What follows belongs to an exercise in optimizing a design on an open flow for small area and a short achievable clock period; a production flow would make more cautious choices.
RTL that was checked went through simulation tests only; none was proved equivalent to the original.

==> job 8325: inputs <==
// musb_mult_accum
module musb_mult_accum #(
  parameter int WIDTH = 32
) (
  input  logic                 clk,
  input  logic                 rst,
  input  logic [WIDTH-1:0]     input_a,
  input  logic [WIDTH-1:0]     input_b,
  input  logic [2*WIDTH-1:0]   accum_in,
  input  logic                 signed_operation,
  input  logic [1:0]           op,
  input  logic                 enable_op,
  input  logic                 stall,
  input  logic                 flush,
  output logic [2*WIDTH-1:0]   mult_result,
  output logic                 active,
  output logic                 ready
);
export LEC_CHECK = 0
export CAP_MARGIN = 20
export CORE_MARGIN = 2
export CORE_UTILIZATION = 40
export SETUP_SLACK_MARGIN = 4.5
export SLEW_MARGIN = 20
export SYNTH_HIERARCHICAL = 1
export SYNTH_MINIMUM_KEEP_SIZE = 0
create_clock -name core_clock -period 8.0 [get_ports {clk}]
standard.sh (not shown) runs the stock make flow with config.mk's settings and CLKGATE_MAP_FILE= SYNTH_SCRIPT=/design/flow/synth_recipe.tcl, a recipe that flattens the netlist after the stock synthesis.
==> flow/flow/run.sh <==
#!/bin/bash
# The standard layout (the standard.sh, unchanged synthesis and steps), with
# one change: the buffer that placement puts on every input and output port is
# sky130_fd_sc_hd__buf_2 instead of the cell buffer_ports picks by default.
set -euo pipefail
export BUFFER_PORTS_ARGS="-buffer_cell sky130_fd_sc_hd__buf_2"
bash standard.sh > standard.log 2>&1
==> job 2484 (differences from job 8325) <==
--- a/flow/design.v
+++ b/flow/design.v
@@ -14,13 +14,13 @@
   input  logic                 flush,
   output logic [2*WIDTH-1:0]   mult_result,
   output logic                 active,
   output logic                 ready
 );
   logic w_adv;
-  assign w_adv = ~stall;
+  assign w_adv = ~stall & ~flush;
   logic        w_msub, w_acc_en;
   logic [33:0] w_b;
   logic [34:0] w_bx;
   logic [16:0] w_one, w_two, w_neg;
   logic [32:0] w_a;
   assign w_msub   = (op == 2'b10);
==> flow/run.sh (new file) <==
#!/bin/bash
# synth_recipe.tcl (not shown) runs the flow's synth.tcl, then flattens the netlist and writes it again
# the make line also repeats each setting of config.mk as NAME=value (left out here)
make -C /OpenROAD-flow-scripts/flow DESIGN_CONFIG=/design/flow/config.mk WORK_HOME=/design/flow/orfs CLKGATE_MAP_FILE= SYNTH_SCRIPT=/design/flow/synth_recipe.tcl finish
SETUP_SLACK_MARGIN = not set   (was 4.5)
removed: flow/flow/run.sh
removed: flow/standard.sh
==> qor summary <==
metric                                                                       job 2484        job 8325
Final core utilization                                                         44.43%          43.28%
Destination of the worst hold path                                              r2[6]           r2[9]
Run status                                                             finished clean  finished clean
Post-synthesis adder-cell area fraction                                        25.97%          25.48%
Fraction of area in clock buffers and inverters                                3.989%          4.196%
Parity-gate share of the synthesized area counting xor and xnor cells          14.64%          14.37%
Setup Slack @ Placement                                                      4.029 ns        4.045 ns
Vert. Die Dim                                                                339.1 um        342.3 um
Die X-Extent                                                                 339.1 um        342.3 um
Standard cell area after detailed placement                                47340 um^2      46740 um^2
Inserted Clock Buffers                                                             59              61
Largest stage delay, worst path                                               0.76 ns         0.60 ns
Met1 Routed Length                                                           59.00 mm        59.62 mm
Initial core utilization                                                       40.48%          40.20%
Routed WL per cell                                                           28.73 um        29.15 um
For job 8325, only the layout was checked, not whether the RTL still works.

* * *

==> v22 <==
Another version of the RTL of musb_mult_accum (not shown whole).
clock: 8.0 ns
lec_check: 0
cap_margin: 20
core_margin: 2
core_utilization: 40
setup_slack_margin: 4.5
slew_margin: 20
synth_hierarchical: 1
synth_minimum_keep_size: 0
==> flow/flow/run.sh <==
#!/bin/bash
# The standard layout (the standard.sh, unchanged synthesis and steps), with
# one change: the buffer that placement puts on every input and output port is
# sky130_fd_sc_hd__buf_1 instead of the cell buffer_ports picks by default.
set -euo pipefail
export BUFFER_PORTS_ARGS="-buffer_cell sky130_fd_sc_hd__buf_1"
bash standard.sh > standard.log 2>&1
==> v37: changes against v22 <==
Settings changed: CTS_CLUSTER_DIAMETER set to 120, CTS_CLUSTER_SIZE set to 25, TNS_END_PERCENT set to 50.
==> results.py <==
metrics = {
    "run_status": {
        "status": "finished clean",
    },
    "setup_path": {
        "cp.arrival_ps": 3830,
        "cp-startpoint": "r1_a[17]",
    },
    "timing": {
        "max_freq_mhz": 288,
        "worst_slack_ps": 4530,
    },
}
Source of the figures above: v22

==> results.py <==
metrics = {
    "setup_path": {
        "cp.arrival_ps": 3950,
        "cp-startpoint": "r1_a[21]",
    },
    "run_status": {
        "status": "finished clean",
    },
    "timing": {
        "worst_slack_ps": 4400,
    },
}
Source of the figures above: v37


* * *

==> wip/onyx <==
musb_mult_accum again, from the RTL that the note above started with.
## musb_mult_accum
module musb_mult_accum #(
  parameter int WIDTH = 32
) (
  input  logic                 clk,
  input  logic                 rst,
  input  logic [WIDTH-1:0]     input_a,
  input  logic [WIDTH-1:0]     input_b,
  input  logic [2*WIDTH-1:0]   accum_in,
  input  logic                 signed_operation,
  input  logic [1:0]           op,
  input  logic                 enable_op,
  input  logic                 stall,
  input  logic                 flush,
  output logic [2*WIDTH-1:0]   mult_result,
  output logic                 active,
  output logic                 ready
);
export LEC_CHECK = 0
export CAP_MARGIN = 20
export CORE_MARGIN = 2
export CORE_UTILIZATION = 40
export SETUP_SLACK_MARGIN = 4.5
export SLEW_MARGIN = 20
export SYNTH_HIERARCHICAL = 1
export SYNTH_MINIMUM_KEEP_SIZE = 0
create_clock -name core_clock -period 8.0 [get_ports {clk}]
run.sh (not shown) runs the stock make flow with config.mk's settings and CLKGATE_MAP_FILE= SYNTH_SCRIPT=/design/flow/synth_recipe.tcl, a recipe that flattens the netlist after the stock synthesis.
Stock flow here: none of the scripts above is used.
==> wip/xenon (differences from wip/onyx) <==
==> flow/flow/run.sh (new file) <==
#!/bin/bash
# The standard layout (the standard.sh, unchanged synthesis and steps), with
# one change: the buffer that placement puts on every input and output port is
# sky130_fd_sc_hd__buf_1 instead of the cell buffer_ports picks by default.
set -euo pipefail
export BUFFER_PORTS_ARGS="-buffer_cell sky130_fd_sc_hd__buf_1"
bash standard.sh > standard.log 2>&1
==> flow/standard.sh (new file) <==
#!/bin/bash
# synth_recipe.tcl (not shown) runs the flow's synth.tcl, then flattens the netlist and writes it again
# the make line also repeats each setting of config.mk as NAME=value (left out here)
make -C /OpenROAD-flow-scripts/flow DESIGN_CONFIG=/design/flow/config.mk WORK_HOME=/design/flow/orfs CLKGATE_MAP_FILE= SYNTH_SCRIPT=/design/flow/synth_recipe.tcl "${@:-finish}"
Settings changed: CTS_CLUSTER_DIAMETER set to 120, CTS_CLUSTER_SIZE set to 25, SETUP_SLACK_MARGIN 4.5 to 4.55.
removed: flow/run.sh
==> qor summary <==
| item | wip/xenon | wip/onyx |
|---|---|---|
| Layout overhead on the synthesized area | 6.26% | 10.8% |
| Top routing layer used | met5 | met4 |
| Met1 Routed Length | 55,800 um | 55,700 um |
| Status | complete, no violations | complete, no violations |
| Maximum cell stage delay along the critical path | 0.58 ns | 0.56 ns |
| Via density | 5.94 | 5.81 |
| Critical Path Source | r1_one[4] | r1_neg[3] |
| Met1 track demand over resource | 34.3% | 34.2% |
| H-tree depth | 1 | 2 |
| Worst setup slack before clock tree synthesis | 3.79 ns | 4.17 ns |
| Final Instance Area | 45,000 um2 | 46,900 um2 |
| Length of routed met2 wiring | 59,300 um | 58,300 um |

-- port drivers added, routing unchanged --
The flow's constraints put no driver on any port. The routed layouts listed below were extracted and timed again, unchanged, in two steps.
Step 1 assumes that a clkbuf_16 drives the clock port and a buf_2 every other input.
Step 2 moves the port delays by t, midway between the first and last clock arrival at a register: inputs arrive t later, outputs are due t later. That takes back most of the time a late clock gives input paths.
Slacks: ideal ports / drivers / drivers and shift; pairs: ideal ports / drivers.
run	shift t [ns]	setup slack, ns	worst setup path after step 2	latest minus earliest clock arrival (ns)
job 8325	0.745	4.531 / 4.531 / 4.074	input to register	0.025 / 0.024
job 2484	0.736	4.090 / 4.090 / 3.994	input to register	0.037 / 0.037
v22	0.681	4.534 / 4.534 / 4.411	input to register	0.018 / 0.017
v37	0.691	4.397 / 4.397 / 4.104	input to register	0.041 / 0.041
wip/onyx	0.688	4.524 / 4.489 / 4.267	input to register	0.035 / 0.035
wip/xenon	0.690	4.569 / 4.569 / 4.492	input to register	0.042 / 0.042
After both steps every run listed still meets setup and hold. The setup slack of job 8325, which loses most, moves by 0.000 ns with the drivers and by -0.457 ns with both steps.
